Background: an optimization exercise with open tools, aiming at small area. Do not read the settings as production practice. The RTL was checked by simulation tests, not by an equivalence proof against the original design. Power and IR drop assume default switching activity.

==> v24 <==
// timed_vent_actuator_control
module timed_vent_actuator_control #(
  parameter int WINDOW_COUNT = 8
) (
  input  logic                          clk,
  input  logic                          rst,
  input  logic                          start,
  output logic                          busy,
  input  logic [1:0]                    action,
  input  logic [tvac_pkg::WIN_W-1:0]    window_index,
  input  logic [tvac_pkg::POS_W-1:0]    target_position,
  input  logic [tvac_pkg::TIME_W-1:0]   elapsed_time,
  input  logic                          cfg_valid,
  output logic                          cfg_ready,
  input  logic                          cfg_index,
  input  logic [tvac_pkg::CFG_W-1:0]    cfg_data,
  output logic                          strobe,
  output logic [tvac_pkg::WIN_W-1:0]    window_number,
  output logic                          accepted,
  output logic                          relay_open_drive,
  output logic                          relay_close_drive,
  output logic                          moving,
  output logic                          moving_open,
  output logic                          arrived,
  output logic [tvac_pkg::POS_W-1:0]    position_now,
  output logic                          last
);
==> module tvac_datapath, before the edit <==
module tvac_datapath (
  input  logic        clk,
  input  logic        rst,
  input  logic        start,
  input  logic        busy,
  input  logic        strobe,
  input  logic        tick,
  input  logic [1:0]  act,
  input  logic [3:0]  wn,
  input  logic [1:0]  action,
  input  logic [23:0] target_position,
  input  logic [15:0] elapsed_time,
  input  logic        cfg_write,
  input  logic        cfg_index,
  input  logic        cfg_data0,
  output logic        accepted,
  output logic        relay_open_drive,
  output logic        relay_close_drive,
  output logic        moving,
  output logic        moving_open,
  output logic        arrived,
  output logic [23:0] position_now
);
  localparam logic [23:0] REMX_RESET = ~(tvac_pkg::POS_RESET - 24'd1);
  logic [23:0] position [8];
  logic [23:0] target   [8];
  logic [23:0] remx     [8];
  logic        dir_open [8];
  logic        driving  [8];
  logic [23:0] data;
  logic        level_on;
  logic        fresh;
  logic [2:0]  rd;
  logic        present;
  logic        open_r;
  logic        close_r;
  logic        is_req;
  logic [7:0]  sel;
  logic        rst_st;
  logic [23:0] pos_m, tgt_m, remx_m;
  logic        dir_m, drv_m;
  logic [23:0] pos_r, tgt_r, remx_r;
  logic        dir_r, drv_r, busy_r;
  logic [24:0] tsum;
  logic        arr;
  logic [24:0] rsum;
  logic        gt;
  logic        acc;
  logic        we;
  logic [23:0] pos_n, remx_n;
  logic        dir_n, drv_n, busy_n;
  always_ff @(posedge clk) begin
    if (start && !busy) begin
      data[23:16] <= target_position[23:16];
      data[15:0]  <= (action == tvac_pkg::ACT_TICK) ? elapsed_time : target_position[15:0];
    end
  end
  always_ff @(posedge clk) begin
    if (rst) begin
      level_on <= 1'b0;
    end else if (cfg_write && cfg_index == tvac_pkg::CFG_RELAY_LEVEL) begin
      level_on <= cfg_data0;
    end
  end
  always_ff @(posedge clk) begin
    if (rst) begin
      fresh <= 1'b1;
    end else if (strobe && tick && wn[2:0] == 3'd7) begin
      fresh <= 1'b0;
    end
  end
  assign rd      = wn[2:0];
  assign present = !wn[3];
  assign open_r  = (act == tvac_pkg::ACT_OPEN);
  assign close_r = (act == tvac_pkg::ACT_CLOSE);
  assign is_req  = open_r || close_r;
  assign rst_st  = fresh && present;
  always_comb begin
    for (int k = 0; k < 8; k++) sel[k] = present && !fresh && (rd == 3'(k));
    pos_m  = '0;
    tgt_m  = '0;
    remx_m = '0;
    dir_m  = 1'b0;
    drv_m  = 1'b0;
    for (int k = 0; k < 8; k++) begin
      pos_m  = pos_m  | ({24{sel[k]}} & position[k]);
      tgt_m  = tgt_m  | ({24{sel[k]}} & target[k]);
      remx_m = remx_m | ({24{sel[k]}} & remx[k]);
      dir_m  = dir_m  | (sel[k] & dir_open[k]);
      drv_m  = drv_m  | (sel[k] & driving[k]);
    end
  end
  assign pos_r  = pos_m  | ({24{rst_st}} & tvac_pkg::POS_RESET);
  assign tgt_r  = tgt_m;
  assign remx_r = remx_m | ({24{rst_st}} & REMX_RESET);
  assign dir_r  = dir_m;
  assign drv_r  = drv_m;
  assign busy_r = |remx_r;
  assign tsum = {1'b0, remx_r} + {9'd0, data[15:0]};
  assign arr  = tick && busy_r && tsum[24];
  assign rsum = {1'b0, data} + {1'b0, ~pos_r} + {24'd0, close_r};
  assign gt   = rsum[24] ^ close_r;
  assign acc  = is_req && present && !busy_r && gt;
  assign pos_n  = arr ? tgt_r : pos_r;
  assign remx_n = tick ? (busy_n ? tsum[23:0] : 24'd0) : (rsum[23:0] ^ {24{open_r}});
  assign dir_n  = acc ? open_r : dir_r;
  assign drv_n  = tick ? (busy_r && !arr) : drv_r;
  assign busy_n = tick ? (busy_r && !arr) : (busy_r || acc);
  assign we     = strobe && (tick || acc);
  always_ff @(posedge clk) begin
    if (we) begin
      position[rd] <= pos_n;
      target[rd]   <= tick ? tgt_r : data;
      remx[rd]     <= remx_n;
      dir_open[rd] <= dir_n;
      driving[rd]  <= drv_n;
    end
  end
  assign accepted          = acc;
  assign arrived           = arr;
  assign moving            = busy_n;
  assign moving_open       = busy_n && dir_n;
  assign relay_open_drive  = (drv_n && dir_n) ? level_on : ~level_on;
  assign relay_close_drive = (drv_n && !dir_n) ? level_on : ~level_on;
  assign position_now      = pos_n;
endmodule
make LEC_CHECK=0 ABC_AREA=1 CAP_MARGIN=20 CORE_MARGIN=2 CORE_UTILIZATION=40 CTS_BUF_LIST=sky130_fd_sc_hd__clkbuf_8 CTS_CLUSTER_SIZE=24 SLEW_MARGIN=20 finish   # period 12.0 ns
run.sh (not shown) runs the stock make flow with config.mk's settings and CLKGATE_MAP_FILE= SYNTH_SCRIPT=/design/flow/synth_recipe.tcl, a recipe that flattens the netlist after the stock synthesis.
==> v31 (differences from v24) <==
--- a/flow/design.v
+++ b/flow/design.v
@@ -79,10 +79,10 @@
   output logic        arrived,
   output logic [23:0] position_now
 );
-  localparam logic [23:0] REMX_RESET = ~(tvac_pkg::POS_RESET - 24'd1);
+  localparam logic [23:0] REM_RESET = tvac_pkg::POS_RESET - 24'd1;
   logic [23:0] position [8];
   logic [23:0] target   [8];
-  logic [23:0] remx     [8];
+  logic [23:0] rem      [8];
   logic        dir_open [8];
   logic        driving  [8];
   logic [23:0] data;
@@ -93,11 +93,7 @@
   logic        open_r;
   logic        close_r;
   logic        is_req;
-  logic [7:0]  sel;
-  logic        rst_st;
-  logic [23:0] pos_m, tgt_m, remx_m;
-  logic        dir_m, drv_m;
-  logic [23:0] pos_r, tgt_r, remx_r;
+  logic [23:0] pos_r, tgt_r, rem_r;
   logic        dir_r, drv_r, busy_r;
   logic [24:0] tsum;
   logic        arr;
@@ -105,7 +101,7 @@
   logic        gt;
   logic        acc;
   logic        we;
-  logic [23:0] pos_n, remx_n;
+  logic [23:0] pos_n, rem_n;
   logic        dir_n, drv_n, busy_n;
   always_ff @(posedge clk) begin
     if (start && !busy) begin
@@ -132,35 +128,19 @@
   assign open_r  = (act == tvac_pkg::ACT_OPEN);
   assign close_r = (act == tvac_pkg::ACT_CLOSE);
   assign is_req  = open_r || close_r;
-  assign rst_st  = fresh && present;
-  always_comb begin
-    for (int k = 0; k < 8; k++) sel[k] = present && !fresh && (rd == 3'(k));
-    pos_m  = '0;
-    tgt_m  = '0;
-    remx_m = '0;
-    dir_m  = 1'b0;
-    drv_m  = 1'b0;
-    for (int k = 0; k < 8; k++) begin
-      pos_m  = pos_m  | ({24{sel[k]}} & position[k]);
-      tgt_m  = tgt_m  | ({24{sel[k]}} & target[k]);
-      remx_m = remx_m | ({24{sel[k]}} & remx[k]);
-      dir_m  = dir_m  | (sel[k] & dir_open[k]);
-      drv_m  = drv_m  | (sel[k] & driving[k]);
-    end
-  end
-  assign pos_r  = pos_m  | ({24{rst_st}} & tvac_pkg::POS_RESET);
-  assign tgt_r  = tgt_m;
-  assign remx_r = remx_m | ({24{rst_st}} & REMX_RESET);
-  assign dir_r  = dir_m;
-  assign drv_r  = drv_m;
-  assign busy_r = |remx_r;
-  assign tsum = {1'b0, remx_r} + {9'd0, data[15:0]};
+  assign pos_r  = fresh ? tvac_pkg::POS_RESET : position[rd];
+  assign tgt_r  = fresh ? 24'd0 : target[rd];
+  assign rem_r  = fresh ? REM_RESET : rem[rd];
+  assign dir_r  = fresh ? 1'b0 : dir_open[rd];
+  assign drv_r  = fresh ? 1'b0 : driving[rd];
+  assign busy_r = !(&rem_r);
+  assign tsum = {1'b0, rem_r} + {9'h1ff, ~data[15:0]} + 25'd1;
   assign arr  = tick && busy_r && tsum[24];
   assign rsum = {1'b0, data} + {1'b0, ~pos_r} + {24'd0, close_r};
   assign gt   = rsum[24] ^ close_r;
   assign acc  = is_req && present && !busy_r && gt;
   assign pos_n  = arr ? tgt_r : pos_r;
-  assign remx_n = tick ? (busy_n ? tsum[23:0] : 24'd0) : (rsum[23:0] ^ {24{open_r}});
+  assign rem_n  = tick ? (busy_n ? tsum[23:0] : 24'hffffff) : (rsum[23:0] ^ {24{close_r}});
   assign dir_n  = acc ? open_r : dir_r;
   assign drv_n  = tick ? (busy_r && !arr) : drv_r;
   assign busy_n = tick ? (busy_r && !arr) : (busy_r || acc);
@@ -169,18 +149,18 @@
     if (we) begin
       position[rd] <= pos_n;
       target[rd]   <= tick ? tgt_r : data;
-      remx[rd]     <= remx_n;
+      rem[rd]      <= rem_n;
       dir_open[rd] <= dir_n;
       driving[rd]  <= drv_n;
     end
   end
   assign accepted          = acc;
   assign arrived           = arr;
-  assign moving            = busy_n;
-  assign moving_open       = busy_n && dir_n;
-  assign relay_open_drive  = (drv_n && dir_n) ? level_on : ~level_on;
-  assign relay_close_drive = (drv_n && !dir_n) ? level_on : ~level_on;
-  assign position_now      = pos_n;
+  assign moving            = present && busy_n;
+  assign moving_open       = present && busy_n && dir_n;
+  assign relay_open_drive  = (present && drv_n && dir_n) ? level_on : ~level_on;
+  assign relay_close_drive = (present && drv_n && !dir_n) ? level_on : ~level_on;
+  assign position_now      = present ? pos_n : 24'd0;
 endmodule
 `timescale 1ns / 1ps
 module timed_vent_actuator_control #(
- ABC_AREA: 1 -> unset
- CTS_BUF_LIST: sky130_fd_sc_hd__clkbuf_8 -> unset
- CTS_CLUSTER_SIZE: 24 -> unset
==> v18 (differences from v24) <==
==> flow/flow/run.sh (new file) <==
#!/bin/bash
# Own layout flow:
#  1. the standard synthesis (standard.sh synth), unchanged;
#  2. its combinational logic re-mapped for area by Yosys/ABC (resynth.tcl, area.abc);
#     the flip-flops are kept as black boxes, so every register keeps its name and cell;
#  3. the rest of the standard layout (standard.sh finish) on that netlist, with the
#     smallest buffer cell for the port buffers (every port still gets one) and a clock
#     tree of clkbuf_8 cells without dummy loads.
# Each tool's output goes to its own log file here.
set -euo pipefail
HERE=$(pwd)
R=$HERE/orfs/results/$FLOW_PLATFORM/timed_vent_actuator_control/base
LIB=$FLOW_HOME/platforms/$FLOW_PLATFORM/lib/sky130_fd_sc_hd__tt_025C_1v80.lib

bash standard.sh synth > synth.log 2>&1
cp $R/1_2_yosys.v $HERE/standard_synth.v

RS_IN=$HERE/standard_synth.v RS_OUT=$HERE/resynth.v RS_LIB=$LIB RS_TOP=$FLOW_TOP \
  RS_SCRIPT=$HERE/flow/area.abc yosys -c $HERE/flow/resynth.tcl > resynth.log 2>&1
cp $HERE/resynth.v $R/1_2_yosys.v
rm -f $R/1_synth.odb $R/1_synth.sdc

CTS="-sink_clustering_enable -repair_clock_nets -dont_use_dummy_load -buf_list sky130_fd_sc_hd__clkbuf_8 -sink_clustering_size 16 -sink_clustering_max_diameter 60"
bash standard.sh finish \
  "BUFFER_PORTS_ARGS=-buffer_cell sky130_fd_sc_hd__buf_1" \
  "CTS_ARGS=$CTS" > layout.log 2>&1
==> flow/flow/area.abc (new file) <==
strash; balance; rewrite; refactor; balance; rewrite -z; rewrite -z; dc2; dch -f; amap; topo
==> flow/flow/resynth.tcl (new file) <==
# Re-map the combinational logic of a synthesized netlist; flip-flops kept as they are.
# env: RS_IN RS_OUT RS_LIB RS_TOP RS_SCRIPT
yosys -import
set lib $::env(RS_LIB)
read_liberty -ignore_miss_func $lib
# sequential cells stay as black boxes, with their instance names
foreach m {dfxtp dfxbp edfxtp edfxbp dfrtp dfrtn dfrbp dfstp dfsbp dfbbp dfbbn sdfxtp sdfxbp sedfxtp sedfxbp dlxtp dlxbn dlxtn dlclkp sdlclkp} {
  catch { blackbox sky130_fd_sc_hd__${m}_* }
}
read_verilog -defer $::env(RS_IN)
hierarchy -top $::env(RS_TOP)
flatten
opt -purge
abc -liberty $lib -dont_use *probe* -dont_use *lpflow* -script $::env(RS_SCRIPT)
opt_clean -purge
hilomap -singleton -hicell sky130_fd_sc_hd__conb_1 HI -locell sky130_fd_sc_hd__conb_1 LO
insbuf -buf sky130_fd_sc_hd__buf_4 A X
opt_clean -purge
tee -o $::env(RS_OUT).stat stat -liberty $lib
write_verilog -noattr -nohex -nodec $::env(RS_OUT)
==> flow/standard.sh (new file) <==
#!/bin/bash
# synth_recipe.tcl (not shown) runs the flow's synth.tcl, then flattens the netlist and writes it again
# the make line also repeats each setting of config.mk as NAME=value (left out here)
make -C /OpenROAD-flow-scripts/flow DESIGN_CONFIG=/design/flow/config.mk WORK_HOME=/design/flow/orfs CLKGATE_MAP_FILE= SYNTH_SCRIPT=/design/flow/synth_recipe.tcl "${@:-finish}"
- CTS_BUF_LIST: sky130_fd_sc_hd__clkbuf_8 -> unset
- CTS_CLUSTER_SIZE: 24 -> unset
removed: flow/run.sh
==> metrics.md <==
| Metric | Value |
|---|---|
| Outcome | timing/DRC/antenna clean |
| Post-detail-place hpwl | 41,900 um |
| Top-count cell post-synth | edfxtp_1 |
| Synth Register Bits | 629 |
| Buf+Inv Stages, Crit Path | 5 |
That was v31.
==> metrics.md <==
| Metric | Value |
|---|---|
| Non-Filler Instances | around 3,200 |
| Post-detail-place hpwl | around 42,000 um |
| Buf+Inv Stages, Crit Path | 7 |
| Outcome | timing/DRC/antenna clean |
| Clock Power Share | a little under two fifths |
| Top-count cell post-synth | nand2_1 |
| Synth Register Bits | 626 |
That was v24.
==> metrics.md <==
| Metric | Value |
|---|---|
| Outcome | timing/DRC/antenna clean |
| Buf+Inv Stages, Crit Path | 7 |
| Post-detail-place hpwl | about 35,000 um |
| Largest registers | u_datapath.position (192), u_datapath.remx (192), u_datapath.target (192) |
That was v18.

## afterwards: timing with drivers on the ports
The flow's constraints put no driver on any port. The routed layouts listed below were extracted and timed again, unchanged, in two steps.
Step 1 (the two cells are an assumption about what drives the block):
set clk [get_ports {clk}]
set_driving_cell -lib_cell sky130_fd_sc_hd__clkbuf_16 $clk
set_driving_cell -lib_cell sky130_fd_sc_hd__buf_2 [delete_from_list [all_inputs] $clk]
Step 2 adds t to the input delays and takes it off the output delays; t is the mean of the earliest and latest rising clock arrival at the registers after step 1. Input paths then give back, and output paths get back, about the clock's delay inside the block.
a / b / c = ideal ports / drivers / drivers and shift; a / b = the first two.
run	t, ns	setup slack, ns	worst setup path at the end
v24	0.738	2.360 / 2.307 / 3.044	register to output
v31	0.662	2.543 / 2.481 / 3.143	register to output
v18	0.701	0.788 / 0.734 / 1.435	register to output
After both steps setup and hold are still met in every run listed.
